This design comes from an exercise in tuning for small area, a short achievable clock period and few clock cycles per item on the open sky130 flow, not from production work. Where RTL was checked, it was by simulation tests only, not by an equivalence proof against the original. The RTL of runs 1 and 2 was laid out without a check of its function.

**design/flow/design.v**
```verilog
package alu_pkg;
  localparam int unsigned DATA_W = 32;
  localparam int unsigned OP_W   = 4;
  localparam int unsigned SH_W   = 5;
  localparam logic [OP_W-1:0] OP_LRS  = 4'b0000;
  localparam logic [OP_W-1:0] OP_LLS  = 4'b0001;
  localparam logic [OP_W-1:0] OP_ARS  = 4'b0010;
  localparam logic [OP_W-1:0] OP_ALS  = 4'b0011;
  localparam logic [OP_W-1:0] OP_ADD  = 4'b0100;
  localparam logic [OP_W-1:0] OP_SUB  = 4'b0101;
  localparam logic [OP_W-1:0] OP_MUL  = 4'b0110;
  localparam logic [OP_W-1:0] OP_AND  = 4'b1000;
  localparam logic [OP_W-1:0] OP_OR   = 4'b1001;
  localparam logic [OP_W-1:0] OP_NOR  = 4'b1010;
  localparam logic [OP_W-1:0] OP_NAND = 4'b1011;
  localparam logic [OP_W-1:0] OP_XOR  = 4'b1100;
  localparam int unsigned MUL_K     = 4;
  localparam int unsigned MUL_STEPS = DATA_W / MUL_K;
endpackage
import alu_pkg::*;
module alu_arbiter_alu
(
  input  logic [DATA_W-1:0] op1,
  input  logic [DATA_W-1:0] op2,
  input  logic [OP_W-1:0]   alu_op,
  output logic [DATA_W-1:0] result_c,   
  output logic              zero_c,
  output logic              ovf_c,
  output logic              err_c
);
  logic              s_add, s_shr, s_shl, s_logic, s_mul, sub, ars, als;
  logic [3:0]        lut;
  logic [DATA_W-1:0] b_x;
  logic [DATA_W-1:0] sum;
  logic              add_ovf, add_zero;
  logic              fill;
  logic [DATA_W-1:0] x;
  logic [DATA_W-1:0] mask;
  logic              drop_or;    
  logic              drop_and;   
  logic              sh_ovf;
  logic [DATA_W-1:0] logic_r;
  logic [DATA_W-1:0] shl_r;
  always_comb begin
    s_add   = (alu_op == OP_ADD) || (alu_op == OP_SUB);
    sub     = alu_op[0];
    s_shr   = (alu_op == OP_LRS) || (alu_op == OP_ARS);
    s_shl   = (alu_op == OP_LLS) || (alu_op == OP_ALS);
    ars     = (alu_op == OP_ARS);
    als     = alu_op[1];
    s_mul   = (alu_op == OP_MUL);
    s_logic = alu_op[3];
    err_c   = (alu_op == 4'b0111) || (alu_op == 4'b1101) || (alu_op == 4'b1110) ||
              (alu_op == 4'b1111);
    case (alu_op)
      OP_AND:  lut = 4'b1000;
      OP_OR:   lut = 4'b1110;
      OP_NOR:  lut = 4'b0001;
      OP_NAND: lut = 4'b0111;
      OP_XOR:  lut = 4'b0110;
      default: lut = 4'b0000;
    endcase
    b_x      = op2 ^ {DATA_W{sub}};
    sum      = op1 + b_x + DATA_W'(sub);
    add_ovf  = (op1[DATA_W-1] == b_x[DATA_W-1]) && (sum[DATA_W-1] != op1[DATA_W-1]);
    add_zero = &((op1 ^ b_x) ~^ {op1[DATA_W-2:0] | b_x[DATA_W-2:0], sub});
    fill = ars & op1[DATA_W-1];
    for (int i = 0; i < DATA_W; i++) x[i] = s_shl ? op1[DATA_W-1-i] : op1[i];
    drop_or  = 1'b0;
    drop_and = 1'b1;
    for (int k = SH_W - 1; k >= 0; k--) begin
      mask = DATA_W'((64'd1 << (1 << k)) - 64'd1);
      if (op2[k]) begin
        drop_or  = drop_or | (|(x & mask));
        drop_and = drop_and & (&(x | ~mask));
        x        = (x >> (1 << k)) | ({DATA_W{fill}} & ~({DATA_W{1'b1}} >> (1 << k)));
      end
    end
    for (int i = 0; i < DATA_W; i++) shl_r[i] = x[DATA_W-1-i];
    sh_ovf = als ? !((drop_and & x[0]) | (!drop_or & !x[0])) : drop_or;
    for (int i = 0; i < DATA_W; i++) logic_r[i] = lut[{op1[i], op2[i]}];
    result_c = logic_r
             | ({DATA_W{s_add}} & sum)
             | ({DATA_W{s_shr}} & x)
             | ({DATA_W{s_shl}} & shl_r)
             | ({DATA_W{s_mul}} & op2);
    ovf_c    = (s_add & add_ovf) | (s_shl & sh_ovf);
    zero_c   = s_add ? add_zero : (s_shr | s_shl) ? ~|x : s_logic ? ~|logic_r : 1'b1;
  end
endmodule
module alu_arbiter_mul
(
  input  logic [DATA_W-1:0]       op1,
  input  logic [DATA_W-1:0]       mpl,
  input  logic                    prev,
  input  logic [DATA_W-1:0]       hi,
  output logic [DATA_W+MUL_K-1:0] acc_c
);
  localparam int N = DATA_W + MUL_K;
  localparam int R = MUL_K / 2;
  always_comb begin
    logic [MUL_K:0]  bx;
    logic            neg, one, two;
    logic [DATA_W:0] pp;
    logic [N-1:0]    ps, pc, kv, tv, cc;
    logic [N-1:0]    gg, gp, p0;
    bx = {mpl[MUL_K-1:0], prev};
    kv = '0;
    kv = kv - ({{(N-1){1'b0}}, 1'b1} << (DATA_W - 1));
    for (int j = 0; j < R; j++) kv = kv - ({{(N-1){1'b0}}, 1'b1} << (DATA_W + 2 * j));
    ps = {{MUL_K{1'b0}}, ~hi[DATA_W-1], hi[DATA_W-2:0]};
    pc = '0;
    for (int j = 0; j < R; j++) begin
      neg = bx[2*j+2];
      one = bx[2*j+1] ^ bx[2*j];
      two = (bx[2*j+2] & !bx[2*j+1] & !bx[2*j]) | (!bx[2*j+2] & bx[2*j+1] & bx[2*j]);
      pp  = ({(DATA_W+1){one}} & {op1[DATA_W-1], op1}) | ({(DATA_W+1){two}} & {op1, 1'b0});
      pp  = pp ^ {(DATA_W+1){neg}};
      pp[DATA_W] = ~pp[DATA_W];
      kv[2*j] = neg;
      tv  = {{(MUL_K-1){1'b0}}, pp};
      tv  = tv << (2 * j);
      if (j == 0) begin
        pc = tv;
      end else begin
        cc = ((ps & pc) | (ps & tv) | (pc & tv)) << 1;
        ps = ps ^ pc ^ tv;
        pc = cc;
      end
    end
    cc = ((ps & pc) | (ps & kv) | (pc & kv)) << 1;
    ps = ps ^ pc ^ kv;
    p0 = ps ^ cc;
    gg = ps & cc;
    gp = p0;
    for (int l = 0; (1 << l) < N; l++)
      for (int i = (2 << l) - 1; i < N; i += (2 << l)) begin
        gg[i] = gg[i] | (gp[i] & gg[i - (1 << l)]);
        gp[i] = gp[i] & gp[i - (1 << l)];
      end
    for (int l = 5; l >= 0; l--)
      for (int i = 3 * (1 << l) - 1; i < N; i += (2 << l)) begin
        if ((1 << l) < N) begin
          gg[i] = gg[i] | (gp[i] & gg[i - (1 << l)]);
          gp[i] = gp[i] & gp[i - (1 << l)];
        end
      end
    acc_c = p0 ^ {gg[N-2:0], 1'b0};
  end
endmodule
import alu_pkg::*;
module alu_arbiter
#(
  parameter int unsigned RR_INIT = 0
) (
  input  logic              clk,
  input  logic              resetn,
  input  logic              req0_valid,
  output logic              req0_ready,
  input  logic [DATA_W-1:0] req0_op1,
  input  logic [DATA_W-1:0] req0_op2,
  input  logic [OP_W-1:0]   req0_alu_op,
  input  logic              req1_valid,
  output logic              req1_ready,
  input  logic [DATA_W-1:0] req1_op1,
  input  logic [DATA_W-1:0] req1_op2,
  input  logic [OP_W-1:0]   req1_alu_op,
  output logic              rsp0_valid,
  input  logic              rsp0_ready,
  output logic              rsp1_valid,
  input  logic              rsp1_ready,
  output logic [DATA_W-1:0] rsp_result,
  output logic              rsp_zero,
  output logic              rsp_ovf,
  output logic              rsp_err,
  output logic              busy
);
  localparam int unsigned CNT_W = (MUL_STEPS > 1) ? $clog2(MUL_STEPS) : 1;
  logic              busy_q;
  logic              mul_q;     
  logic [CNT_W-1:0]  cnt_q;
  logic              gid;
  logic              last;
  logic [DATA_W-1:0] res_q;     
  logic              zero_q;
  logic              ovf_q;
  logic              err_q;
  logic              s_mul_q;   
  logic [DATA_W-1:0] a_q;       
  logic [DATA_W-1:0] hi_q;      
  logic              prev_q;    
  logic              grant_c;
  logic              hs_c;
  logic              take_c;
  logic [DATA_W-1:0] a_in, b_in;
  logic [OP_W-1:0]   op_in;
  logic [DATA_W-1:0] alu_result_c;
  logic              alu_zero_c, alu_ovf_c, alu_err_c;
  logic [DATA_W+MUL_K-1:0] acc_c;
  always_comb begin
    grant_c    = (req0_valid && req1_valid) ? ~last : req1_valid;
    req0_ready = resetn && !busy_q && req0_valid && !grant_c;
    req1_ready = resetn && !busy_q && req1_valid && grant_c;
    hs_c       = req0_ready || req1_ready;
    a_in       = grant_c ? req1_op1 : req0_op1;
    b_in       = grant_c ? req1_op2 : req0_op2;
    op_in      = grant_c ? req1_alu_op : req0_alu_op;
    take_c     = (rsp0_valid && rsp0_ready) || (rsp1_valid && rsp1_ready);
    busy       = busy_q;
  end
  alu_arbiter_alu u_alu (
    .op1      (a_in),
    .op2      (b_in),
    .alu_op   (op_in),
    .result_c (alu_result_c),
    .zero_c   (alu_zero_c),
    .ovf_c    (alu_ovf_c),
    .err_c    (alu_err_c)
  );
  alu_arbiter_mul u_mul (
    .op1   (a_q),
    .mpl   (res_q),
    .prev  (prev_q),
    .hi    (hi_q),
    .acc_c (acc_c)
  );
  always_comb begin
    rsp_result = res_q;
    rsp_zero   = s_mul_q ? ~|res_q : zero_q;
    rsp_ovf    = s_mul_q ? (hi_q != {DATA_W{res_q[DATA_W-1]}}) : ovf_q;
    rsp_err    = err_q;
  end
  always_ff @(posedge clk or negedge resetn) begin
    if (!resetn) begin
      busy_q     <= 1'b0;
      mul_q      <= 1'b0;
      cnt_q      <= '0;
      gid        <= 1'b0;
      last       <= (RR_INIT == 0) ? 1'b1 : 1'b0;
      rsp0_valid <= 1'b0;
      rsp1_valid <= 1'b0;
    end else begin
      if (hs_c) begin
        busy_q     <= 1'b1;
        gid        <= grant_c;
        last       <= grant_c;
        mul_q      <= (op_in == OP_MUL);
        cnt_q      <= '0;
        rsp0_valid <= (op_in != OP_MUL) && !grant_c;
        rsp1_valid <= (op_in != OP_MUL) && grant_c;
      end else if (mul_q) begin
        cnt_q <= cnt_q + 1'b1;
        if (cnt_q == CNT_W'(MUL_STEPS - 1)) begin
          mul_q      <= 1'b0;
          rsp0_valid <= !gid;
          rsp1_valid <= gid;
        end
      end else if (take_c) begin
        busy_q     <= 1'b0;
        rsp0_valid <= 1'b0;
        rsp1_valid <= 1'b0;
      end
    end
  end
  always_ff @(posedge clk) begin
    if (!busy_q) begin
      res_q   <= alu_result_c;
      zero_q  <= alu_zero_c;
      ovf_q   <= alu_ovf_c;
      err_q   <= alu_err_c;
      s_mul_q <= (op_in == OP_MUL);
      a_q     <= a_in;
      hi_q    <= '0;
      prev_q  <= 1'b0;
    end else if (mul_q) begin
      hi_q   <= acc_c[DATA_W+MUL_K-1:MUL_K];
      res_q  <= {acc_c[MUL_K-1:0], res_q[DATA_W-1:MUL_K]};
      prev_q <= res_q[MUL_K-1];
    end
  end
endmodule
```
**design/flow/run.sh**
```bash
#!/bin/bash
# synth_recipe.tcl (not shown) runs the flow's synth.tcl, then flattens the netlist and writes it again
# the make line also repeats each setting of config.mk as NAME=value (left out here)
make -C /OpenROAD-flow-scripts/flow DESIGN_CONFIG=/design/flow/config.mk WORK_HOME=/design/flow/orfs CLKGATE_MAP_FILE= SYNTH_SCRIPT=/design/flow/synth_recipe.tcl finish
```
**design/flow/config.mk**
```make
export PLATFORM = sky130hd
export DESIGN_NAME = alu_arbiter
export DESIGN_NICKNAME = alu_arbiter
export VERILOG_FILES = /design/flow/design.v
export SDC_FILE = /design/flow/constraint.sdc
export NUM_CORES = 4
export LEC_CHECK = 0
export ABC_CLOCK_PERIOD_IN_PS = 3000
export CAP_MARGIN = 20
export CORE_MARGIN = 2
export CORE_UTILIZATION = 45
export SETUP_SLACK_MARGIN = 5
export SLEW_MARGIN = 20
```
**design/flow/constraint.sdc**
```tcl
create_clock -name core_clock -period 11.5 [get_ports {clk}]
set_input_delay 2.3000 -clock core_clock [delete_from_list [all_inputs] [get_ports {clk}]]
set_output_delay 2.3000 -clock core_clock [all_outputs]
set_load 0.01 [all_outputs]
```
==> reports/metrics.csv, run 1 <==
stage;metric;value;unit
run_status;result of the run;timing/DRC/antenna clean;
synth;cell taking the most area after synthesis;edfxtp_1;
route;total vias in the final route;20986;
timing;unrepaired setup endpoints after global routing;false;
route;final WL;86900;um
floorplanning;Top Ports;182;
critical_path;cell family with most CP delay;compound AO/OA/AOI/OAI gates;
cts;clock network latency to the later pin of the worst-skew pair;410;ps
timing;worst-case hold slack;518;ps
synth;syn avg cell area;7.61;um2
route;Initial DRT Pass Iterations;6;
cts;number of levels the H-tree was split into;3;
synth;Async S/R FF share, synth;8.18;%
cts;CTS Root Buffer Type;clkbuf_16;
timing;worst-case headroom to the max-slew limit;18.7;%
critical_path;most frequent cell on the critical path;mux2i_1;
route;Avg Vias per Cell;6.75;
layout;area added between synthesis and finish;13.1;%
timing;maximum clock frequency;155;MHz
synth;post-synth net total;2867;
synth;number of register bits inferred by synthesis;110;
floorplanning;core area;0.0422;mm2
global_route;wire length of the first global-routing pass;127000;um
critical_path;kind of capture point of the worst setup path;flip-flop;
floorplanning;Die Height;211;um
critical_path;CP startpoint kind;input pin;
critical_path;CP max stage cell;o21ai_1;
hold_path;path type of the worst min-delay path;reg -> reg;
synth;number of flops mapped to enable cells by yosys;68;
route;DRC violations left;0;
global_route;antenna violations before repair;1;
critical_path;Crit Path Class;in -> reg;
flow_run;count of max-cap constraint violations;0;
synth;Cells after Synth;2544;
global_route;vias in the first global route;19711;
synth;sequential cell area fraction in the yosys report;15.1;%
cts;clock-pin slew on the worst setup and hold paths;90;ps
global_route;met1 usage in global routing;46.5;%
critical_path;depth of the most critical reg-to-reg path;20;
cts;maximum clock insertion buffer count;2;
global_route;Most Used Layer, Global Route;met2;
synth;proportion of netlist area held by the largest area contributor;10.6;%
critical_path;slowest cell delay on critical path;660;ps
critical_path;number of buffers and inverters on the critical path;2;
floorplanning;horizontal extent of the die;211;um
critical_path;series of cell instances along the critical path;clkdlybuf4s50_1, or3b_4, buf_4, mux2i_1, mux2i_1, o22ai_1, a221oi_1, nand3_1, o21ai_1, nor3_1, nand4b_1, o31ai_2;
layout;final cell count without fillers;3110;
cts;CTS tree;built;
layout;number of fill cells;4106;
hold_path;count of cells along the worst hold path;1;
synth;primary flip-flop cell chosen by synthesis mapping;edfxtp_1;
critical_path;arrival time of data at the critical path endpoint;6610;ps
global_route;global routing usage on met2;62.7;%
placement;Post-Place Cells;3079;
global_route;pin count of the biggest net entering global routing;98;
timing;setup skew after layout;18.0;ps
timing;final hold violations;0;
timing;ratio of final minimum period to clock period;56.2;%
timing;Worst Tran Pin Value;1220;ps
route;Antenna Violating Nets Remaining;0;
floorplanning;number of rows in the core area;75;
timing;final max-slew violation count;0;
global_route;total routing usage reported by global routing;38.2;%
timing;setup-violating endpoint count in the final report;0;
placement;routability-driven placement congestion ratio;1.05;
placement;Buffers on Ports;181;
layout;final net count;2889;
synth;Post-Synthesis Cell Area;0.0193;mm2
critical_path;Critical Path Fanout Max;21;
cts;CTS Buf Count;9;
cts;Sink Count;110;
floorplanning;Starting Density;45.8;%
synth;distinct cell type count after synthesis;91;
global_route;met3 usage in global routing;5.31;%
layout;end-of-flow core utilization;51.8;%
timing;accumulated negative setup slack;0;ps
route;detailed-route wire length per cell;27.9;um
critical_path;worst endpoint required time;11660;ps
synth;warning count from the yosys run;3;
floorplanning;overall die area;0.0447;mm2
route;first-iteration detailed-routing DRC count;2464;
synth;leading post-synthesis cells by cell area;edfxtp_1 (11%), mux2i_1 (9.2%), ha_1 (8.5%);
global_route;residual overflow from global routing;0;
timing;Tmin final;6460;ps
critical_path;Worst path depth;12;
placement;placed wire-length estimate after detailed placement;66900;um
layout;total inserted antenna cells;0;
layout;fraction of final layout cells sized beyond drive strength 1;6.57;%
[per-stage QoR]
step | instance area (um2) | setup WS, ps
after global routing | 21900 | 4980
after floorplan | 19400 | 5010
final | 21900 | 5040
after detailed placement | 21200 | 3160
after CTS | 21800 | 5010
after global placement | 21200 | 3320
[layer usage]
layer	wire, um	up-vias	share of wire (%)
met3	6520	276	7.5
met1	33800	10091	39
met5	12	-	0.014
met4	6820	2	7.9
li1	-	9441	-
met2	39800	1176	46
[path summary, 6_finish.rpt]
kind,startpoint,endpoint,slack [ps]
max,req1_alu_op[3],zero_q,5040
min reg2reg,gid,gid,520
min,gid,gid,520
min in group asynchronous,resetn,busy_q,1930
max in group asynchronous,resetn,last,9240
max reg2reg,prev_q,hi_q[29],5300
[cell usage after synthesis (all sizes together), types with 15 or more instances]
library cell	number
a211oi	39
a21o	28
a21oi	177
a221oi	68
a22oi	29
a2bb2oi	15
a31oi	27
and2	33
buf	94
clkbuf	135
dfxtp	33
edfxtp	68
fa	49
ha	132
inv	123
maj3	32
mux2	19
mux2i	183
nand2	247
nand3	38
nand4	29
nor2	264
nor3	53
nor4	28
o211ai	29
o21a	17
o21ai	155
o221ai	17
o22ai	86
xnor2	70
xor2	40
[logic make-up after synthesis]
kind of cell,share of synthesized area [%]
mux,11.7
xor+xnor,4.98
buf+inv,7.90
compound gates,27.6
simple gates,17.4
flops,15.1
fa+ha+maj,15.3
[placed cells by master (no fill, tap or decap), types with 40 or more instances in the layout]
cell             netlist  routed
a21oi_1              176     174
a221oi_1              63      60
buf_4                 14      41
clkdlybuf4s50_1        0     176
edfxtp_1              68      68
fa_1                  49      49
ha_1                 132     132
inv_1                123     122
mux2i_1              178     168
nand2_1              247     246
nor2_1               264     262
nor3_1                52      52
o21ai_0              154     151
o22ai_1               86      86
xnor2_1               70      70
xor2_1                40      40
[flip-flops by register name, summed over array words and instances, names as in the netlist]
register	cells
a_q	32
busy_q	1
cnt_q	3
err_q	1
gid	1
hi_q	32
last	1
mul_q	1
ovf_q	1
prev_q	1
res_q	32
rsp0_valid	1
rsp1_valid	1
s_mul_q	1
zero_q	1
[layout make-up]
cell class,count,area (um2),area share (%)
clock buffer,9,225,1.03
clock inverter,7,95.1,0.435
inverter,124,468,2.14
multi-input combinational,2084,15100,69.1
sequential,110,2930,13.4
tap,539,674,3.08
timing repair buffer,237,2370,10.8
[timing repair]
item	CTS	global route
hold buffers	0	0
cloned	4	1
gates resized for setup	44	27
endpoints found under the setup margin	49	26
pin swaps	4	3
setup buffers	7	3
==> run 2, diff against run 1 <==
--- a/design/flow/design.v
+++ b/design/flow/design.v
@@ -34,2 +34,3 @@
   logic [DATA_W-1:0] sum;
+  logic [DATA_W-1:0] p0, gg, gp;
   logic              add_ovf, add_zero;
@@ -62,4 +63,14 @@
     endcase
-    b_x      = op2 ^ {DATA_W{sub}};
-    sum      = op1 + b_x + DATA_W'(sub);
+    b_x = op2 ^ {DATA_W{sub}};
+    p0  = op1 ^ b_x;
+    gg  = op1 & b_x;
+    gp  = p0;
+    gg[0] = gg[0] | (p0[0] & sub);
+    for (int l = 0; (1 << l) < DATA_W; l++)
+      for (int i = 0; i < DATA_W; i++)
+        if (i & (1 << l)) begin
+          gg[i] = gg[i] | (gp[i] & gg[((i >> l) << l) - 1]);
+          gp[i] = gp[i] & gp[((i >> l) << l) - 1];
+        end
+    sum      = p0 ^ {gg[DATA_W-2:0], sub};
     add_ovf  = (op1[DATA_W-1] == b_x[DATA_W-1]) && (sum[DATA_W-1] != op1[DATA_W-1]);
--- a/design/flow/config.mk
+++ b/design/flow/config.mk
@@ -7,3 +7,3 @@
 export LEC_CHECK = 0
-export ABC_CLOCK_PERIOD_IN_PS = 3000
+export ABC_AREA = 1
 export CAP_MARGIN = 20
==> run 2 against run 1 <==
Via count is 17% lower. Global-route usage is 2.8 points lower. Sequential cell count stayed put. Design area is 14% lower. Synthesized cell count is 7.5% lower. Non-clock buffer count is 13 lower. Clock skew is 0.60 ps higher. Cell count is 5.8% lower. Core utilization is 2.2 points higher. Critical path type unchanged. Critical endpoint is now res_q[16].
==> reports/metrics.csv, run 2 <==
stage;metric;value;unit;change
critical_path;worst reg-to-reg setup slack;5620;ps;+320 ps
layout;final net count;2795;;-3.3%
synth;cell taking the most area after synthesis;edfxtp_1;;
layout;final cell count without fillers;2929;;-5.8%
critical_path;worst endpoint required time;11630;ps;-30 ps
floorplanning;overall die area;0.0369;mm2;-17%
placement;Post-Place Cells;2892;;-6.1%
critical_path;series of cell instances along the critical path;clkbuf_4, nand2_8, buf_4, o21ai_0, xor2_1, inv_1, ha_1, nand2_1, o21ai_0, a21oi_4, o21ai_4, fa_2, a2111oi_4, o221ai_1, o21ai_1, inv_1;;
route;total vias in the final route;17512;;-17%
route;Avg Vias per Cell;5.98;;-11%
synth;syn avg cell area;6.76;um2;-11%
timing;Tmin final;6220;ps;-233 ps
critical_path;Crit Path Class;in -> reg;;
critical_path;CP startpoint kind;input pin;;
cts;CTS tree;built;;
synth;Async S/R FF share, synth;8.18;%;unchanged
hold_path;Hold Path Sink;last;;
timing;ratio of final minimum period to clock period;54.1;%;-2.0 points
floorplanning;core area;0.0347;mm2;-18%
layout;Reg area;0.00293;mm2;-0.17%
hold_path;count of cells along the worst hold path;2;;+1
cts;maximum clock insertion buffer count;2;;unchanged
synth;Post-Synthesis Cell Area;0.0159;mm2;-18%
layout;most frequent standard cell in the layout excluding fill and tap cells;nand2_1;;
critical_path;worst flop-to-flop path endpoint;hi_q[27];;
layout;combined area of the multi-input logic cells;0.0115;mm2;-24%
global_route;residual overflow from global routing;0;;unchanged
timing;worst-case headroom to the max-slew limit;23.3;%;+4.5 points
timing;accumulated negative setup slack;0;ps;unchanged
critical_path;kind of capture point of the worst setup path;flip-flop;;
cts;Sink Count;110;;unchanged
layout;total inserted antenna cells;0;;unchanged
floorplanning;Top Ports;182;;unchanged
global_route;total routing usage reported by global routing;35.4;%;-2.8 points
critical_path;depth of the most critical reg-to-reg path;25;;+25%
global_route;antenna violations before repair;0;;-1
floorplanning;Starting Density;45.8;%;about the same
synth;most common library cells after synthesis;nand2_1 (444), nand3_1 (308), inv_1 (285);;
route;first-iteration detailed-routing DRC count;1695;;-31%
layout;fraction of final layout cells sized beyond drive strength 1;5.30;%;-1.3 points
layout;end-of-flow core utilization;54.0;%;+2.2 points
layout;area added between synthesis and finish;17.8;%;
critical_path;Crit Reg-Reg Startpoint;res_q[3];;
route;detailed-route wire length per cell;22.9;um;-18%
critical_path;number of buffers and inverters on the critical path;4;;+2
placement;placed wire-length estimate after detailed placement;51000;um;-24%
synth;sequential cell area fraction in the yosys report;18.4;%;+3.3 points
cts;clock network latency to the later pin of the worst-skew pair;380;ps;-30 ps
timing;maximum clock frequency;161;MHz;+3.8%
synth;number of flops mapped to enable cells by yosys;68;;unchanged
flow_run;count of max-cap constraint violations;0;;unchanged
timing;final hold violations;0;;unchanged
route;final WL;67100;um;-23%
route;DRC violations left;0;;unchanged
timing;setup skew after layout;18.6;ps;+0.604 ps
placement;routability-driven placement congestion ratio;1.00;;-4.7%
cts;clock-pin slew on the worst setup and hold paths;90;ps;about the same
layout;most frequent cells in the layout;nand2_1 (443), nand3_1 (308), inv_1 (284);;
synth;proportion of netlist area held by the largest area contributor;12.8;%;+2.3 points
critical_path;Critical Path Fanout Max;19;;-9.5%
synth;leading post-synthesis cells by cell area;edfxtp_1 (13%), nand2_1 (10%), ha_1 (10%);;
synth;Cells after Synth;2354;;-7.5%
hold_path;path type of the worst min-delay path;reg -> reg;;
placement;Buffers on Ports;181;;unchanged
synth;warning count from the yosys run;3;;unchanged
synth;leading cell type by number of instances after synthesis;nand2_1;;
cts;number of levels the H-tree was split into;3;;unchanged
critical_path;CP max stage cell;o21ai_0;;
timing;final max-slew violation count;0;;unchanged
global_route;wire length of the first global-routing pass;97400;um;-23%
synth;distinct cell type count after synthesis;57;;-37%
route;Antenna Violating Nets Remaining;0;;unchanged
timing;Worst Tran Pin Value;1150;ps;-69.0 ps
global_route;pin count of the biggest net entering global routing;84;;-14%
timing;unrepaired setup endpoints after global routing;false;;
timing;setup-violating endpoint count in the final report;0;;unchanged
synth;post-synth net total;2680;;-6.5%
route;Initial DRT Pass Iterations;6;;unchanged
floorplanning;number of rows in the core area;68;;-9.3%
floorplanning;horizontal extent of the die;192;um;-9.1%
synth;number of register bits inferred by synthesis;110;;unchanged
critical_path;cell family with most CP delay;compound AO/OA/AOI/OAI gates;;
layout;number of fill cells;3491;;-15%
critical_path;arrival time of data at the critical path endpoint;6360;ps;-250 ps
synth;primary flip-flop cell chosen by synthesis mapping;edfxtp_1;;
timing;minimum setup slack in the final design;5280;ps;+233 ps
placement;Setup Slack @ Placement;2730;ps;-431 ps
floorplanning;Die Height;192;um;-9.1%
hold_path;worst hold start;last;;
cts;CTS Buf Count;9;;unchanged
critical_path;slowest cell delay on critical path;640;ps;-20 ps
cts;CTS Root Buffer Type;clkbuf_16;;
global_route;vias in the first global route;16317;;-17%
run_status;result of the run;timing/DRC/antenna clean;;
layout;biggest registers after layout;a_q: 32 flops, hi_q: 32 flops, res_q: 32 flops;;
## run 2: per-stage QoR
step	area, um2	hold slack (ps)
final	18700	497
after CTS	18400	497
after detailed placement	17900	488
after global routing	18700	504
after global placement	17900	478
after floorplan	15900	464
## run 2: timing repair
action	in CTS	in global routing
endpoints found under the hold margin	0	0
buffers inserted	1	11
cloned	2	6
pin swaps	2	4
resized for setup	30	30
endpoints found under the setup margin	39	44
hold buffers	0	0
## run 2: kinds of logic (layout without fill, tap and decap cells)
group	Yosys count	in the layout	share of synthesized area (%)
and+or+nand+nor	1018	1020	28.3
DFF	110	110	18.4
adders and majority gates	184	184	17.0
xor gates and xnor gates	146	146	8.04
buffers and inverters	420	538	10.7
AOI/OAI and AO/OA	476	476	17.6
## run 2: how the worst max path moves through the flow
| stage | slack [ps] | depth (start not counted) | from | to |
|---|---|---|---|---|
| after floorplan | 5090 | 28 | req1_valid | res_q[16] |
| after global placement | 2840 | 22 | req1_valid | res_q[16] |
| after detailed placement | 2730 | 22 | req1_valid | res_q[16] |
| after CTS | 4910 | 25 | req0_valid | res_q[16] |
| after global routing | 5090 | 23 | req1_valid | res_q[16] |
| final | 5280 | 16 | req1_valid | res_q[16] |
## run 2: layout make-up
type | count | area share, %
clock buffers | 9 | 1.20
clock inverters | 7 | 0.434
inverters | 298 | 6.05
multi-input cells | 1826 | 61.1
flip-flops and latches | 110 | 15.6
well taps | 455 | 3.04
repair buffers | 224 | 12.5
## run 2: worst register-to-register path, cell delays in order, from the launching register on
cell and delay, ps:
edfxtp_1 350, buf_6 360, clkinv_2 360, o21ai_2 200
buf_4 350, o22ai_1 160, xor2_1 190, fa_1 450
ha_1 310, ha_1 320, a21oi_1 100, o21ai_0 290
a21oi_1 110, o21bai_1 320, a21oi_2 160, inv_1 90
nand2_1 50, nand2_1 180, a21oi_2 160, o21ai_0 170
inv_1 90, o21a_1 200, fa_1 440, xnor2_1 140
o21ai_0 200, inv_1 60
## run 2: layer usage
metal | track usage (%) | up-vias | routed length (um)
met5 | 0 | - | 0
met4 | 20.8 | 0 | 4330
met3 | 3.23 | 171 | 4550
met2 | 59.3 | 824 | 31300
met1 | 44.3 | 8291 | 26900
li1 | - | 8226 | -
==> run 3, diff against run 2 <==
--- a/design/flow/design.v
+++ b/design/flow/design.v
@@ -18,2 +18,3 @@
   localparam int unsigned MUL_STEPS = DATA_W / MUL_K;
+  localparam int unsigned MUL_CNT_W = 3;   
 endpackage
@@ -188,3 +189,3 @@
 );
-  localparam int unsigned CNT_W = (MUL_STEPS > 1) ? $clog2(MUL_STEPS) : 1;
+  localparam int unsigned CNT_W = MUL_CNT_W;
   logic              busy_q;
==> run 3 against run 2 <==
Still clean. Synthesized cell count unchanged. Sequential share of layout area did not move. Sequential cell count stayed put. Design area did not move. Area after synthesis stayed put. Critical endpoint unchanged.
==> reports/metrics.csv, run 3 <==
stage;metric;value;unit;change
critical_path;kind of capture point of the worst setup path;flip-flop;;
timing;setup-violating endpoint count in the final report;0;;unchanged
synth;Post-Synthesis Cell Area;0.0159;mm2;unchanged
floorplanning;number of rows in the core area;68;;unchanged
timing;final max-slew violation count;0;;unchanged
route;met3 WL post-DR;4550;um;unchanged
layout;total inserted antenna cells;0;;unchanged
critical_path;worst flop-to-flop path endpoint;hi_q[27];;
timing;maximum clock frequency;161;MHz;unchanged
hold_path;count of cells along the worst hold path;2;;unchanged
synth;Async S/R FF share, synth;8.18;%;unchanged
route;final WL;67100;um;unchanged
synth;leading post-synthesis cells by cell area;edfxtp_1 (13%), nand2_1 (10%), ha_1 (10%);;
cts;clock-pin slew on the worst setup and hold paths;90;ps;about the same
placement;routability-driven placement congestion ratio;1.00;;unchanged
synth;post-synth net total;2680;;unchanged
layout;combined area of the multi-input logic cells;0.0115;mm2;unchanged
floorplanning;horizontal extent of the die;192;um;unchanged
hold_path;path type of the worst min-delay path;reg -> reg;;
synth;compound-gate portion of the synthesized area;17.6;%;unchanged
timing;minimum setup slack in the final design;5280;ps;unchanged
critical_path;depth of the most critical reg-to-reg path;25;;unchanged
critical_path;Crit Path Class;in -> reg;;
critical_path;worst endpoint required time;11630;ps;about the same
route;Antenna Violating Nets Remaining;0;;unchanged
synth;warning count from the yosys run;3;;unchanged
route;total vias in the final route;17512;;unchanged
route;first-iteration detailed-routing DRC count;1695;;unchanged
hold_path;worst hold start;last;;
layout;area added between synthesis and finish;17.8;%;unchanged
route;Avg Vias per Cell;5.98;;unchanged
timing;setup skew after layout;18.6;ps;unchanged
synth;post-synthesis share of cell area spent on xor and xnor gates;8.04;%;unchanged
timing;worst-case headroom to the max-slew limit;23.3;%;unchanged
timing;final hold violations;0;;unchanged
timing;worst-case hold slack;497;ps;unchanged
cts;CTS tree;built;;
synth;distinct cell type count after synthesis;57;;unchanged
timing;Worst Tran Pin Value;1150;ps;unchanged
global_route;total routing usage reported by global routing;35.4;%;unchanged
synth;number of register bits inferred by synthesis;110;;unchanged
floorplanning;Die Height;192;um;unchanged
placement;Buffers on Ports;181;;unchanged
route;Initial DRT Pass Iterations;6;;unchanged
layout;biggest registers after layout;a_q: 32 flops, hi_q: 32 flops, res_q: 32 flops;;
critical_path;Crit Reg-Reg Startpoint;res_q[3];;
global_route;vias in the first global route;16317;;unchanged
synth;fraction of synthesized area in multiplexers;0;%;unchanged
synth;syn avg cell area;6.76;um2;unchanged
timing;unrepaired setup endpoints after global routing;false;;
synth;number of flops mapped to enable cells by yosys;68;;unchanged
cts;Sink Count;110;;unchanged
route;DRC violations left;0;;unchanged
floorplanning;core area;0.0347;mm2;unchanged
layout;number of fill cells;3491;;unchanged
global_route;wire length of the first global-routing pass;97400;um;unchanged
synth;Cells after Synth;2354;;unchanged
synth;most common library cells after synthesis;nand2_1 (444), nand3_1 (308), inv_1 (285);;
cts;maximum clock insertion buffer count;2;;unchanged
floorplanning;Starting Density;45.8;%;unchanged
flow_run;count of max-cap constraint violations;0;;unchanged
critical_path;CP startpoint kind;input pin;;
synth;main combinational cell family by area after synthesis;simple AND/OR/NAND/NOR gates;;
layout;Reg area;0.00293;mm2;unchanged
critical_path;arrival time of data at the critical path endpoint;6360;ps;about the same
layout;final net count;2795;;unchanged
synth;sequential cell area fraction in the yosys report;18.4;%;unchanged
synth;cell taking the most area after synthesis;edfxtp_1;;
timing;accumulated negative setup slack;0;ps;unchanged
route;met2 wire len;31300;um;unchanged
cts;hold bufs inserted after CTS;0;;unchanged
floorplanning;overall die area;0.0369;mm2;unchanged
global_route;pin count of the biggest net entering global routing;84;;unchanged
layout;fraction of final layout cells sized beyond drive strength 1;5.30;%;unchanged
global_route;antenna violations before repair;0;;unchanged
synth;primary flip-flop cell chosen by synthesis mapping;edfxtp_1;;
placement;Setup Slack @ Placement;2730;ps;unchanged
placement;placed wire-length estimate after detailed placement;51000;um;unchanged
cts;clock network latency to the later pin of the worst-skew pair;380;ps;about the same
timing;ratio of final minimum period to clock period;54.1;%;unchanged
critical_path;Critical Path Fanout Max;19;;unchanged
cts;number of levels the H-tree was split into;3;;unchanged
route;uppermost routed layer;met4;;
cts;CTS Buf Count;9;;unchanged
synth;proportion of netlist area held by the largest area contributor;12.8;%;unchanged
timing;Tmin final;6220;ps;unchanged
route;routed metal-1 wirelength;26900;um;unchanged
hold_path;Hold Path Sink;last;;
layout;most frequent standard cell in the layout excluding fill and tap cells;nand2_1;;
synth;post-synthesis simple-gate area fraction;28.3;%;unchanged
floorplanning;Top Ports;182;;unchanged
run_status;result of the run;timing/DRC/antenna clean;;
global_route;residual overflow from global routing;0;;unchanged
route;detailed-route wire length per cell;22.9;um;unchanged
cts;CTS Root Buffer Type;clkbuf_16;;
synth;adder and majority cell fraction of the synthesized area;17.0;%;unchanged
synth;leading cell type by number of instances after synthesis;nand2_1;;
critical_path;worst reg-to-reg setup slack;5620;ps;about the same
layout;most frequent cells in the layout;nand2_1 (443), nand3_1 (308), inv_1 (284);;
-- run 3: cell counts after synthesis --
Identical to the previous run, type by type.
-- run 3: timing repair --
item                                   in CTS  in global routing
setup buffers                               1                 11
gates resized for setup                    30                 30
endpoints found under the hold margin       0                  0
pin swaps                                   2                  4
gates cloned                                2                  6
setup endpoints to repair                  39                 44
-- run 3: cell families after synthesis --
group | after synthesis
simple gates | 1018
flops | 110
buf+inv | 420
compound gates | 476
xor+xnor | 146
fa+ha+maj | 184
-- run 3: routing by layer --
layer,up-vias,global-route usage [%]
li1,8226,-
met3,171,3.23
met2,824,59.3
met5,-,0
met4,0,20.8
met1,8291,44.3
-- run 3: worst max-delay path by stage --
stage | depth (start not counted) | slack (ps) | start | to
after floorplan | 28 | 5090 | req1_valid | res_q[16]
after global placement | 22 | 2840 | req1_valid | res_q[16]
after detailed placement | 22 | 2730 | req1_valid | res_q[16]
after CTS | 25 | 4910 | req0_valid | res_q[16]
after global routing | 23 | 5090 | req1_valid | res_q[16]
final | 16 | 5280 | req1_valid | res_q[16]
-- run 3: layout make-up --
cell class                 count  share of cell area, %
sequential                   110                   15.6
multi-input combinational   1826                   61.1
clock inverter                 7                  0.434
clock buffer                   9                   1.20
timing repair buffer         224                   12.5
tap                          455                   3.04
inverter                     298                   6.05
-- run 3: stage by stage --
stage / area (um2) / std cells / utilization [%]
5_1_grt: 18700 / 2929 / 54.0
3_3_place_gp: 17900 / 2892 / 51.6
2_1_floorplan: 15900 / 2354 / -
3_5_place_dp: 17900 / 2892 / 51.6
6_report: 18700 / 2929 / 54.0
4_1_cts: 18400 / 2911 / 52.9
-- run 3: worst max-delay path: stages --
cell       delay [ps]
clkbuf_4          310
nand2_8           150
buf_4             210
o21ai_0           640
xor2_1            250
inv_1              60
ha_1              370
nand2_1           100
o21ai_0           360
a21oi_4            80
o21ai_4           220
fa_2              500
a2111oi_4         430
o221ai_1          190
o21ai_1           110
inv_1              50
Testbench counts of run 3, summed over its fixed seeds: cycles 8,544, items 3,200.
==> run 4, diff against run 3 <==
==> design/flow/flow/run.sh (new file) <==
#!/bin/bash
set -euo pipefail
cd "$(dirname "$0")/.."
MARGIN=$(cat flow/margin.txt)
sed -E "s/ 'SETUP_SLACK_MARGIN=[^']*'//; s/ SETUP_SLACK_MARGIN=[^ ]+//; s/(make -C [^ ]+ )/\1SETUP_SLACK_MARGIN=${MARGIN} /" standard.sh > standard_margin.sh
grep -q "SETUP_SLACK_MARGIN=${MARGIN}" standard_margin.sh
bash standard_margin.sh > flow_make.log 2>&1
==> design/flow/flow/margin.txt (new file) <==
6.3
==> design/flow/standard.sh (new file) <==
#!/bin/bash
# synth_recipe.tcl (not shown) runs the flow's synth.tcl, then flattens the netlist and writes it again
# the make line also repeats each setting of config.mk as NAME=value (left out here)
make -C /OpenROAD-flow-scripts/flow DESIGN_CONFIG=/design/flow/config.mk WORK_HOME=/design/flow/orfs CLKGATE_MAP_FILE= SYNTH_SCRIPT=/design/flow/synth_recipe.tcl "${@:-finish}"
removed: design/flow/run.sh
==> run 4 against run 3 <==
Critical path type unchanged. Synthesized cell count is the same. Sequential cell count is the same. Register-to-register slack gained 860 ps. Sequential share of layout area shrank 1.8 points. Critical endpoint unchanged. Still clean.
==> reports/metrics.csv, run 4 <==
stage;metric;value;unit;change
timing;worst-case headroom to the max-slew limit;45.9;%;+23 points
synth;distinct cell type count after synthesis;57;;unchanged
critical_path;worst reg-to-reg setup slack;6480;ps;+860 ps
synth;primary flip-flop cell chosen by synthesis mapping;edfxtp_1;;
layout;Reg area;0.00293;mm2;unchanged
placement;placed wire-length estimate after detailed placement;51300;um;+0.60%
critical_path;kind of capture point of the worst setup path;flip-flop;;
global_route;pin count of the biggest net entering global routing;58;;-31%
route;DRC violations left;0;;unchanged
global_route;antenna violations before repair;1;;+1
cts;CTS Root Buffer Type;clkbuf_16;;
route;first-iteration detailed-routing DRC count;2048;;+21%
placement;Post-Place Cells;2892;;unchanged
layout;number of fill cells;3223;;-7.7%
synth;leading cell type by number of instances after synthesis;nand2_1;;
cts;maximum clock insertion buffer count;2;;unchanged
run_status;result of the run;timing/DRC/antenna clean;;
floorplanning;Top Ports;182;;unchanged
hold_path;worst hold start;cnt_q[0];;
layout;area added between synthesis and finish;33.0;%;
cts;Sink Count;110;;unchanged
global_route;global routing usage on met2;63.0;%;+3.7 points
synth;sequential cell area fraction in the yosys report;18.4;%;unchanged
global_route;total routing usage reported by global routing;39.1;%;+3.7 points
timing;unrepaired setup endpoints after global routing;true;;
timing;Tmin final;5480;ps;-741 ps
timing;maximum clock frequency;182;MHz;+14%
cts;CTS tree;built;;
layout;final net count;2903;;+3.9%
layout;biggest registers after layout;a_q: 32 flops, hi_q: 32 flops, res_q: 32 flops;;
critical_path;CP startpoint kind;input pin;;
global_route;residual overflow from global routing;0;;unchanged
synth;post-synth net total;2680;;unchanged
route;Antenna Violating Nets Remaining;0;;unchanged
floorplanning;core area;0.0347;mm2;unchanged
timing;setup skew after layout;12.4;ps;-6.26 ps
timing;final max-slew violation count;0;;unchanged
layout;combined area of the multi-input logic cells;0.0128;mm2;+11%
synth;proportion of netlist area held by the largest area contributor;12.8;%;unchanged
hold_path;path type of the worst min-delay path;reg -> reg;;
synth;warning count from the yosys run;3;;unchanged
flow_run;count of max-cap constraint violations;0;;unchanged
timing;final hold violations;0;;unchanged
critical_path;arrival time of data at the critical path endpoint;5620;ps;-740 ps
placement;routability-driven placement congestion ratio;0.997;;-0.48%
placement;Buffers on Ports;181;;unchanged
global_route;wire length of the first global-routing pass;107000;um;+9.5%
cts;clock network latency to the later pin of the worst-skew pair;380;ps;about the same
floorplanning;number of rows in the core area;68;;unchanged
critical_path;Crit Path Class;in -> reg;;
layout;most frequent cells in the layout;nand2_1 (399), nand3_1 (291), inv_1 (273);;
critical_path;Worst setup startpoint;req0_valid;;
synth;Post-Synthesis Cell Area;0.0159;mm2;unchanged
synth;Cells after Synth;2354;;unchanged
synth;syn avg cell area;6.76;um2;unchanged
synth;cell taking the most area after synthesis;edfxtp_1;;
layout;most frequent standard cell in the layout excluding fill and tap cells;nand2_1;;
route;total vias in the final route;18411;;+5.1%
route;Avg Vias per Cell;6.06;;+1.4%
floorplanning;horizontal extent of the die;192;um;unchanged
cts;number of levels the H-tree was split into;3;;unchanged
global_route;Most Used Layer, Global Route;met2;;
synth;leading post-synthesis cells by cell area;edfxtp_1 (13%), nand2_1 (10%), ha_1 (10%);;
timing;Worst Tran Pin Value;811;ps;-339 ps
timing;ratio of final minimum period to clock period;47.7;%;-6.4 points
synth;number of register bits inferred by synthesis;110;;unchanged
synth;most common library cells after synthesis;nand2_1 (444), nand3_1 (308), inv_1 (285);;
layout;total inserted antenna cells;0;;unchanged
cts;CTS Buf Count;9;;unchanged
critical_path;worst endpoint required time;11640;ps;about the same
layout;fraction of final layout cells sized beyond drive strength 1;16.4;%;+11 points
floorplanning;Starting Density;45.8;%;unchanged
floorplanning;overall die area;0.0369;mm2;unchanged
route;detailed-route wire length per cell;24.1;um;+5.2%
synth;Async S/R FF share, synth;8.18;%;unchanged
global_route;met3 usage in global routing;5.37;%;+2.1 points
timing;setup-violating endpoint count in the final report;0;;unchanged
global_route;vias in the first global route;17513;;+7.3%
synth;number of flops mapped to enable cells by yosys;68;;unchanged
critical_path;Critical Path Fanout Max;8;;-11
layout;final cell count without fillers;3037;;+3.7%
cts;clock-pin slew on the worst setup and hold paths;90;ps;about the same
critical_path;Crit Reg-Reg Startpoint;res_q[1];;
route;Initial DRT Pass Iterations;9;;+3
route;final WL;73200;um;+9.1%
floorplanning;Die Height;192;um;unchanged
timing;accumulated negative setup slack;0;ps;unchanged
global_route;met1 usage in global routing;47.3;%;+3.0 points
==> run 4: cell counts after synthesis <==
Identical to the previous run, type by type.
==> run 4: per-layer routing <==
metal	routed length (um)	vias up	share of wire (%)
li1	-	8458	-
met1	27400	8592	37
met2	33000	1075	45
met3	6180	286	8.4
met4	6690	0	9.1
met5	0	-	0
==> run 4: final timing paths <==
path | to | cells after the start
worst max-delay path | res_q[16] | 25
worst min-delay path | cnt_q[0] | 1
worst max register to register | hi_q[26] | 26
worst min register to register | cnt_q[0] | 1
max in group asynchronous | last | 1
min in group asynchronous | gid | 1
==> run 4: area by class of cell <==
type / instances / area share (%)
clock buffers: 10 / 1.13
flip-flops and latches: 110 / 13.8
repair buffers: 317 / 15.9
repair inverters: 5 / 0.183
inverters: 298 / 5.57
well taps: 455 / 2.69
multi-input cells: 1836 / 60.3
clock inverters: 6 / 0.367
==> run 4: repair_timing <==
action | CTS | global route
setup endpoints to repair | 68 | 52
hold buffers | 0 | 0
pin swaps | 57 | 51
cloned | 20 | 6
resized for setup | 272 | 116
hold endpoints to repair | 0 | 0
setup buffers | 70 | 33
==> run 4: worst max-delay path, stage by stage <==
cell	delay (ps)
buf_8	90
nand2_8	70
nand2_8	150
inv_12	60
or2_4	240
o21ai_4	80
buf_12	140
xor2_4	160
inv_2	60
ha_4	280
nand3_2	80
nand3_2	80
nand3_2	60
nand2_2	80
nand2_2	60
nand2_2	90
nand2_2	70
nand2_4	80
a21oi_4	70
o21ai_4	180
fa_2	490
a2111oi_4	350
o221ai_2	150
o21ai_1	100
inv_1	50
==> run 4: kinds of logic after synthesis <==
| family | Yosys count | share of synthesized area, % |
|---|---|---|
| xor gates and xnor gates | 146 | 8.04 |
| and+or+nand+nor | 1018 | 28.3 |
| DFF | 110 | 18.4 |
| adders and majority gates | 184 | 17.0 |
| buffers and inverters | 420 | 10.7 |
| AOI/OAI and AO/OA | 476 | 17.6 |
==> run 4: stage by stage <==
step | hold WS [ps] | worst slack [ps] | instance area, um2 | util, %
detailed placement | 486 | 3510 | 18000 | 51.9
global route | 539 | 5880 | 21200 | 61.0
finish | 506 | 6020 | 21200 | 61.0
CTS | 507 | 6040 | 20300 | 58.5
floorplan | 464 | 5430 | 16100 | -
global placement | 483 | 3610 | 18000 | 51.8
==> run 5, diff against run 4 <==
--- a/design/flow/design.v
+++ b/design/flow/design.v
@@ -27,3 +27,2 @@
   output logic [DATA_W-1:0] result_c,   
-  output logic              zero_c,
   output logic              ovf_c,
@@ -31,3 +30,3 @@
 );
-  logic              s_add, s_shr, s_shl, s_logic, s_mul, sub, ars, als;
+  logic              s_add, s_shr, s_shl, s_mul, sub, ars, als;
   logic [3:0]        lut;
@@ -36,3 +35,3 @@
   logic [DATA_W-1:0] p0, gg, gp;
-  logic              add_ovf, add_zero;
+  logic              add_ovf;
   logic              fill;
@@ -53,3 +52,2 @@
     s_mul   = (alu_op == OP_MUL);
-    s_logic = alu_op[3];
     err_c   = (alu_op == 4'b0111) || (alu_op == 4'b1101) || (alu_op == 4'b1110) ||
@@ -77,3 +75,2 @@
     add_ovf  = (op1[DATA_W-1] == b_x[DATA_W-1]) && (sum[DATA_W-1] != op1[DATA_W-1]);
-    add_zero = &((op1 ^ b_x) ~^ {op1[DATA_W-2:0] | b_x[DATA_W-2:0], sub});
     fill = ars & op1[DATA_W-1];
@@ -99,3 +96,2 @@
     ovf_c    = (s_add & add_ovf) | (s_shl & sh_ovf);
-    zero_c   = s_add ? add_zero : (s_shr | s_shl) ? ~|x : s_logic ? ~|logic_r : 1'b1;
   end
@@ -196,3 +192,2 @@
   logic [DATA_W-1:0] res_q;     
-  logic              zero_q;
   logic              ovf_q;
@@ -209,3 +204,3 @@
   logic [DATA_W-1:0] alu_result_c;
-  logic              alu_zero_c, alu_ovf_c, alu_err_c;
+  logic              alu_ovf_c, alu_err_c;
   logic [DATA_W+MUL_K-1:0] acc_c;
@@ -227,3 +222,2 @@
     .result_c (alu_result_c),
-    .zero_c   (alu_zero_c),
     .ovf_c    (alu_ovf_c),
@@ -240,3 +234,3 @@
     rsp_result = res_q;
-    rsp_zero   = s_mul_q ? ~|res_q : zero_q;
+    rsp_zero   = ~|res_q;
     rsp_ovf    = s_mul_q ? (hi_q != {DATA_W{res_q[DATA_W-1]}}) : ovf_q;
@@ -279,3 +273,2 @@
       res_q   <= alu_result_c;
-      zero_q  <= alu_zero_c;
       ovf_q   <= alu_ovf_c;
--- a/design/flow/config.mk
+++ b/design/flow/config.mk
@@ -13 +13,2 @@
 export SLEW_MARGIN = 20
+export TNS_END_PERCENT = 0
==> run 5 against run 4 <==
Via count is 7.9% lower. Cell count shrank 6.6%. Critical path depth shrank 18. Core utilization shrank 4.4 points. Design area shrank 13%. Synthesized cell count shrank 5.1%. Sequential share of layout area rose by 1.8 points. Critical path type is now in -> out.
==> reports/metrics.csv, run 5 <==
stage;metric;value;unit;change
run_status;result of the run;timing/DRC/antenna clean;;
hold_path;path type of the worst min-delay path;reg -> reg;;
layout;area added between synthesis and finish;23.1;%;
cts;Sink Count;109;;-0.91%
floorplanning;Top Ports;182;;unchanged
placement;Post-Place Cells;2759;;-4.6%
synth;primary flip-flop cell chosen by synthesis mapping;edfxtp_1;;
synth;Async S/R FF share, synth;8.26;%;+0.075 points
synth;distinct cell type count after synthesis;59;;+3.5%
layout;fraction of final layout cells sized beyond drive strength 1;9.66;%;-6.8 points
route;Initial DRT Pass Iterations;7;;-2
critical_path;worst endpoint required time;9200;ps;-2440 ps
floorplanning;horizontal extent of the die;187;um;-2.8%
cts;CTS Root Buffer Type;clkbuf_16;;
timing;accumulated negative setup slack;0;ps;unchanged
synth;syn avg cell area;6.73;um2;-0.47%
layout;final cell count without fillers;2836;;-6.6%
layout;end-of-flow core utilization;56.5;%;-4.4 points
cts;CTS Buf Count;9;;unchanged
layout;most frequent standard cell in the layout excluding fill and tap cells;nand2_1;;
timing;unrepaired setup endpoints after global routing;true;;
layout;biggest registers after layout;a_q: 32 flops, hi_q: 32 flops, res_q: 32 flops;;
synth;sequential cell area fraction in the yosys report;19.3;%;+0.89 points
route;DRC violations left;0;;unchanged
critical_path;kind of capture point of the worst setup path;output pin;;
timing;setup-violating endpoint count in the final report;0;;unchanged
route;Antenna Violating Nets Remaining;0;;unchanged
synth;Post-Synthesis Cell Area;0.0150;mm2;-5.6%
floorplanning;Starting Density;45.9;%;+0.10 points
synth;number of register bits inferred by synthesis;109;;-0.91%
cts;number of levels the H-tree was split into;3;;unchanged
synth;Cells after Synth;2233;;-5.1%
global_route;residual overflow from global routing;0;;unchanged
global_route;vias in the first global route;16128;;-7.9%
synth;leading post-synthesis cells by cell area;edfxtp_1 (13%), nand3_1 (13%), nand2_1 (12%);;
synth;number of flops mapped to enable cells by yosys;67;;-1.5%
global_route;antenna violations before repair;1;;unchanged
critical_path;Critical Path Fanout Max;7;;-1
layout;number of fill cells;3247;;+0.74%
critical_path;arrival time of data at the critical path endpoint;3110;ps;-2510 ps
synth;proportion of netlist area held by the largest area contributor;13.4;%;+0.56 points
synth;leading cell type by number of instances after synthesis;nand2_1;;
synth;warning count from the yosys run;3;;unchanged
cts;clock network latency to the later pin of the worst-skew pair;380;ps;about the same
timing;Tmin final;5410;ps;-76.0 ps
timing;final hold violations;0;;unchanged
global_route;pin count of the biggest net entering global routing;75;;+29%
floorplanning;number of rows in the core area;66;;-2.9%
route;Avg Vias per Cell;5.98;;-1.4%
route;total vias in the final route;16952;;-7.9%
layout;combined area of the multi-input logic cells;0.0110;mm2;-14%
critical_path;CP startpoint kind;input pin;;
timing;ratio of final minimum period to clock period;47.0;%;-0.66 points
cts;clock-pin slew on the worst setup and hold paths;80;ps;about the same
layout;Reg area;0.00290;mm2;-1.0%
hold_path;count of cells along the worst hold path;1;;unchanged
timing;worst-case headroom to the max-slew limit;37.7;%;-8.2 points
floorplanning;Die Height;187;um;-2.8%
global_route;wire length of the first global-routing pass;96600;um;-9.4%
route;detailed-route wire length per cell;22.7;um;-5.8%
synth;most common library cells after synthesis;nand2_1 (462), nand3_1 (395), inv_1 (216);;
critical_path;Crit Path Class;in -> out;;
floorplanning;overall die area;0.0349;mm2;-5.5%
timing;setup skew after layout;13.3;ps;+0.899 ps
layout;final net count;2682;;-7.6%
cts;CTS tree;built;;
route;final WL;64400;um;-12%
synth;cell taking the most area after synthesis;edfxtp_1;;
floorplanning;core area;0.0327;mm2;-5.8%
timing;maximum clock frequency;185;MHz;+1.4%
global_route;total routing usage reported by global routing;36.3;%;-2.8 points
synth;post-synth net total;2528;;-5.7%
timing;final max-slew violation count;0;;unchanged
timing;Worst Tran Pin Value;922;ps;+112 ps
layout;most frequent cells in the layout;nand2_1 (451), nand3_1 (391), inv_1 (212);;
critical_path;depth of the most critical reg-to-reg path;22;;-15%
placement;Buffers on Ports;181;;unchanged
placement;placed wire-length estimate after detailed placement;46900;um;-8.6%
placement;routability-driven placement congestion ratio;0.980;;-1.7%
route;first-iteration detailed-routing DRC count;1796;;-12%
cts;maximum clock insertion buffer count;2;;unchanged
flow_run;count of max-cap constraint violations;0;;unchanged
## run 5: final timing paths
| kind | slack, ps | startpoint | endpoint |
|---|---|---|---|
| min in group asynchronous | 1730 | resetn | rsp1_valid |
| setup / recovery | 6090 | req0_valid | req1_ready |
| hold / removal | 510 | cnt_q[1] | cnt_q[1] |
| max in group asynchronous | 9550 | resetn | last |
| setup reg to reg | 6340 | res_q[1] | hi_q[29] |
| hold reg to reg | 510 | cnt_q[1] | cnt_q[1] |
## run 5: cells by family after synthesis
group | Yosys count | share of synthesized area, %
AOI/OAI and AO/OA | 396 | 15.6
xor gates and xnor gates | 115 | 6.70
adders and majority gates | 153 | 15.4
buffers and inverters | 347 | 10.0
DFF | 109 | 19.3
and+or+nand+nor | 1113 | 33.0
## run 5: worst max-delay path: stages
cell     delay, ps
buf_6          110
nand2_8         60
nand2_8        110
buf_16         170
buf_4          140
nor2_4         110
buf_6          110
## run 5: what timing repair did
action,4_1_cts,5_1_grt
hold buffers,0,0
endpoints found under the setup margin,57,50
gates resized for setup,112,38
cloned,16,0
setup buffers,23,20
pin swaps,24,21
## run 5: through the flow
| stage | hold slack (ps) | instance area (um2) | setup slack (ps) |
|---|---|---|---|
| global route | 541 | 18500 | 6020 |
| detailed placement | 487 | 17000 | 3890 |
| CTS | 496 | 18200 | 6210 |
| finish | 514 | 18500 | 6090 |
| global placement | 479 | 17000 | 3980 |
| floorplan | 464 | 15100 | 5620 |
## run 5: cell type report
class                      instances  area share [%]
multi-input combinational       1778            59.7
sequential                       109            15.7
timing repair buffer             256            14.9
inverter                         229            4.99
tap                              442            2.99
clock buffer                      10            1.29
clock inverter                     6           0.284
timing repair inverter             4           0.169
antenna                            2          0.0271
## run 5: routing by layer
layer / share of wire [%] / global-route usage, %
met1: 39 / 45.0
met2: 46 / 59.7
met3: 8.3 / 5.30
met4: 6.6 / 22.2
met5: 0 / 0
Testbench counts of run 5, summed over its fixed seeds: cycles 8,544, items 3,200.
==> run 6, diff against run 5 <==
==> design/flow/run.sh (new file) <==
#!/bin/bash
# synth_recipe.tcl (not shown) runs the flow's synth.tcl, then flattens the netlist and writes it again
# the make line also repeats each setting of config.mk as NAME=value (left out here)
make -C /OpenROAD-flow-scripts/flow DESIGN_CONFIG=/design/flow/config.mk WORK_HOME=/design/flow/orfs CLKGATE_MAP_FILE= SYNTH_SCRIPT=/design/flow/synth_recipe.tcl finish
--- a/design/flow/config.mk
+++ b/design/flow/config.mk
@@ -13,2 +13 @@
 export SLEW_MARGIN = 20
-export TNS_END_PERCENT = 0
removed: design/flow/flow/run.sh
removed: design/flow/flow/margin.txt
removed: design/flow/standard.sh
==> run 6 against run 5 <==
Design area fell by 5.3%. Area after synthesis did not move. Clock-buffer cell count did not move. Setup slack got worse by 810 ps. Sequential cell count did not move. Non-clock buffer count fell by 44.
==> reports/metrics.csv, run 6 <==
stage;metric;value;unit;change
route;Initial DRT Pass Iterations;6;;-1
synth;syn avg cell area;6.73;um2;unchanged
critical_path;Crit Reg-Reg Startpoint;res_q[1];;
critical_path;worst flop-to-flop path endpoint;hi_q[30];;
synth;leading cell type by number of instances after synthesis;nand2_1;;
critical_path;kind of capture point of the worst setup path;flip-flop;;
critical_path;arrival time of data at the critical path endpoint;6350;ps;+3240 ps
route;first-iteration detailed-routing DRC count;1789;;-0.39%
synth;cell taking the most area after synthesis;edfxtp_1;;
critical_path;Crit Path Class;in -> reg;;
route;total vias in the final route;16365;;-3.5%
synth;number of register bits inferred by synthesis;109;;unchanged
critical_path;cell family with most CP delay;simple AND/OR/NAND/NOR gates;;
layout;area added between synthesis and finish;16.5;%;
cts;clock-pin slew on the worst setup and hold paths;80;ps;about the same
synth;sequential cell area fraction in the yosys report;19.3;%;unchanged
hold_path;path type of the worst min-delay path;reg -> reg;;
synth;leading post-synthesis cells by cell area;edfxtp_1 (13%), nand3_1 (13%), nand2_1 (12%);;
timing;setup skew after layout;16.0;ps;+2.78 ps
floorplanning;Top Ports;182;;unchanged
layout;most frequent standard cell in the layout excluding fill and tap cells;nand2_1;;
floorplanning;number of rows in the core area;66;;unchanged
global_route;residual overflow from global routing;0;;unchanged
synth;Cells after Synth;2233;;unchanged
run_status;result of the run;timing/DRC/antenna clean;;
cts;CTS tree;built;;
critical_path;worst reg-to-reg setup slack;5600;ps;-740 ps
critical_path;depth of the most critical reg-to-reg path;23;;+4.5%
cts;clock network latency to the later pin of the worst-skew pair;380;ps;about the same
synth;proportion of netlist area held by the largest area contributor;13.4;%;unchanged
critical_path;most frequent cell on the critical path;nand3_1;;
hold_path;count of cells along the worst hold path;2;;+1
route;detailed-route wire length per cell;21.8;um;-3.9%
global_route;antenna violations before repair;1;;unchanged
timing;final hold violations;0;;unchanged
critical_path;number of buffers and inverters on the critical path;6;;+2
critical_path;CP max stage cell;fa_1;;
global_route;pin count of the biggest net entering global routing;60;;-20%
placement;Buffers on Ports;181;;unchanged
floorplanning;Die Height;187;um;unchanged
layout;final instance area;0.0175;mm2;-5.3%
route;DRC violations left;0;;unchanged
critical_path;CP startpoint kind;input pin;;
global_route;total routing usage reported by global routing;34.5;%;-1.8 points
route;Avg Vias per Cell;5.87;;-1.8%
synth;warning count from the yosys run;3;;unchanged
synth;Post-Synthesis Cell Area;0.0150;mm2;unchanged
synth;most common library cells after synthesis;nand2_1 (462), nand3_1 (395), inv_1 (216);;
route;Antenna Violating Nets Remaining;0;;unchanged
placement;routability-driven placement congestion ratio;0.983;;+0.33%
timing;unrepaired setup endpoints after global routing;false;;
route;final WL;60800;um;-5.5%
synth;post-synth net total;2528;;unchanged
flow_run;count of max-cap constraint violations;0;;unchanged
timing;ratio of final minimum period to clock period;54.1;%;+7.1 points
cts;maximum clock insertion buffer count;2;;unchanged
floorplanning;overall die area;0.0349;mm2;unchanged
floorplanning;Starting Density;45.9;%;unchanged
critical_path;worst endpoint required time;11630;ps;+2430 ps
timing;setup-violating endpoint count in the final report;0;;unchanged
cts;CTS Root Buffer Type;clkbuf_16;;
placement;placed wire-length estimate after detailed placement;46100;um;-1.6%
synth;number of flops mapped to enable cells by yosys;67;;unchanged
synth;Async S/R FF share, synth;8.26;%;unchanged
synth;distinct cell type count after synthesis;59;;unchanged
layout;biggest registers after layout;a_q: 32 flops, hi_q: 32 flops, res_q: 32 flops;;
critical_path;slowest cell delay on critical path;440;ps;+270 ps
critical_path;Critical Path Fanout Max;40;;+33
cts;CTS Buf Count;9;;unchanged
timing;accumulated negative setup slack;0;ps;unchanged
cts;Sink Count;109;;unchanged
timing;Worst Tran Pin Value;1010;ps;+90.5 ps
critical_path;Worst setup startpoint;req1_valid;;
global_route;vias in the first global route;15564;;-3.5%
floorplanning;core area;0.0327;mm2;unchanged
timing;maximum clock frequency;161;MHz;-13%
layout;number of fill cells;3301;;+1.7%
placement;instance area after placement;0.0169;mm2;-0.32%
timing;worst-case headroom to the max-slew limit;32.4;%;-5.3 points
floorplanning;horizontal extent of the die;187;um;unchanged
timing;Tmin final;6220;ps;+812 ps
timing;final max-slew violation count;0;;unchanged
global_route;wire length of the first global-routing pass;92400;um;-4.4%
layout;final net count;2635;;-1.8%
layout;most frequent cells in the layout;nand2_1 (462), nand3_1 (395), inv_1 (215);;
layout;fraction of final layout cells sized beyond drive strength 1;5.33;%;-4.3 points
cts;number of levels the H-tree was split into;3;;unchanged
hold_path;Hold Path Sink;last;;
hold_path;worst hold start;last;;
synth;primary flip-flop cell chosen by synthesis mapping;edfxtp_1;;
==> run 6: cell type report <==
cell class                 count  area [um2]  area share (%)
multi-input combinational   1779       10700            61.2
antenna                        2        5.00          0.0286
tap                          442         553            3.16
sequential                   109        2900            16.6
timing repair buffer         212        2120            12.1
clock inverter                 6        51.3           0.293
clock buffer                  10         250            1.43
inverter                     229         912            5.21
==> run 6: worst max path at each step <==
stage | cells after the start | end
after CTS | 26 | res_q[17]
after global routing | 25 | res_q[17]
after global placement | 25 | res_q[17]
final | 25 | res_q[17]
after floorplan | 27 | res_q[17]
after detailed placement | 25 | res_q[17]
==> run 6: logic make-up (layout without fill, tap and decap cells) <==
family | Yosys count | count (layout) | synth area share (%)
flops | 109 | 109 | 19.3
simple gates | 1113 | 1115 | 33.0
xor+xnor | 115 | 115 | 6.70
compound gates | 396 | 396 | 15.6
buf+inv | 347 | 457 | 10.0
fa+ha+maj | 153 | 153 | 15.4
other cells | 0 | 2 | 0
==> run 6: repair_timing <==
item	in CTS	in global routing
hold buffers	0	0
gates cloned	2	2
gates resized for setup	23	15
pin swaps	3	1
setup buffers	3	7
setup endpoints to repair	41	39
==> run 6: routing by layer <==
metal / track usage, % / routed length (um)
met5: 0 / 0
met4: 21.0 / 4030
met3: 5.53 / 4520
met2: 54.9 / 27500
met1: 44.0 / 24800
==> run 6: worst register-to-register path: stages, from the launching register on <==
cell      delay [ps]
edfxtp_1         630
buf_6            380
inv_1            260
nand2_1          160
o21ai_4           90
buf_4            170
o22ai_1          140
xor2_1           220
fa_1             450
ha_1             360
ha_1             310
nand2_1           60
inv_1             50
a221oi_1         250
nand2_1          160
a21oi_1          400
inv_1             80
nand2_1           70
nand2_1          110
a21oi_2          320
o21ai_0          250
a21boi_0         310
fa_1             460
a21oi_1          140
==> run 6: metrics by stage <==
stage	hold WS, ps	util (%)	std cells	worst slack [ps]
floorplan	454	-	2233	5240
global placement	466	51.7	2757	3530
detailed placement	467	51.7	2757	3390
CTS	496	53.0	2778	4960
global route	516	53.5	2787	5090
finish	494	53.5	2789	5280

## port drivers added, routing unchanged
The results above use ideal ports. As a check the final layouts listed here were re-extracted and re-timed, cells and wires unchanged.
Step 1 assumes that a clkbuf_16 drives the clock port and a buf_2 every other input.
Step 2, shift: input delay + t, output delay - t, t = (earliest + latest rising clock arrival at the registers) / 2. This alone moves slack from input paths to output paths.
a / b / c = ideal / step 1 / step 2; a / b = the first two.
run	t (ns)	setup slack, ns	worst hold slack (ns)	worst register clock-pin slew, ns	worst slew at a driven data input, ns
run 1	0.453	5.042 / 5.073 / 4.620	0.518 / 0.518 / 0.518	0.10 / 0.10	0.06
run 2	0.424	5.276 / 5.266 / 4.883	0.497 / 0.497 / 0.497	0.09 / 0.09	0.08
run 3	0.424	5.276 / 5.266 / 4.883	0.497 / 0.497 / 0.497	0.09 / 0.09	0.08
run 4	0.430	6.017 / 6.017 / 5.586	0.506 / 0.506 / 0.506	0.09 / 0.09	0.08
run 5	0.428	6.093 / 6.049 / 5.671	0.514 / 0.514 / 0.514	0.08 / 0.08	0.08
run 6	0.417	5.281 / 5.308 / 4.891	0.494 / 0.494 / 0.494	0.08 / 0.08	0.07
After both steps setup and hold are still met in every run listed. The setup slack of run 4, which loses most, moves by 0.000 ns with the drivers and by -0.431 ns with both steps.
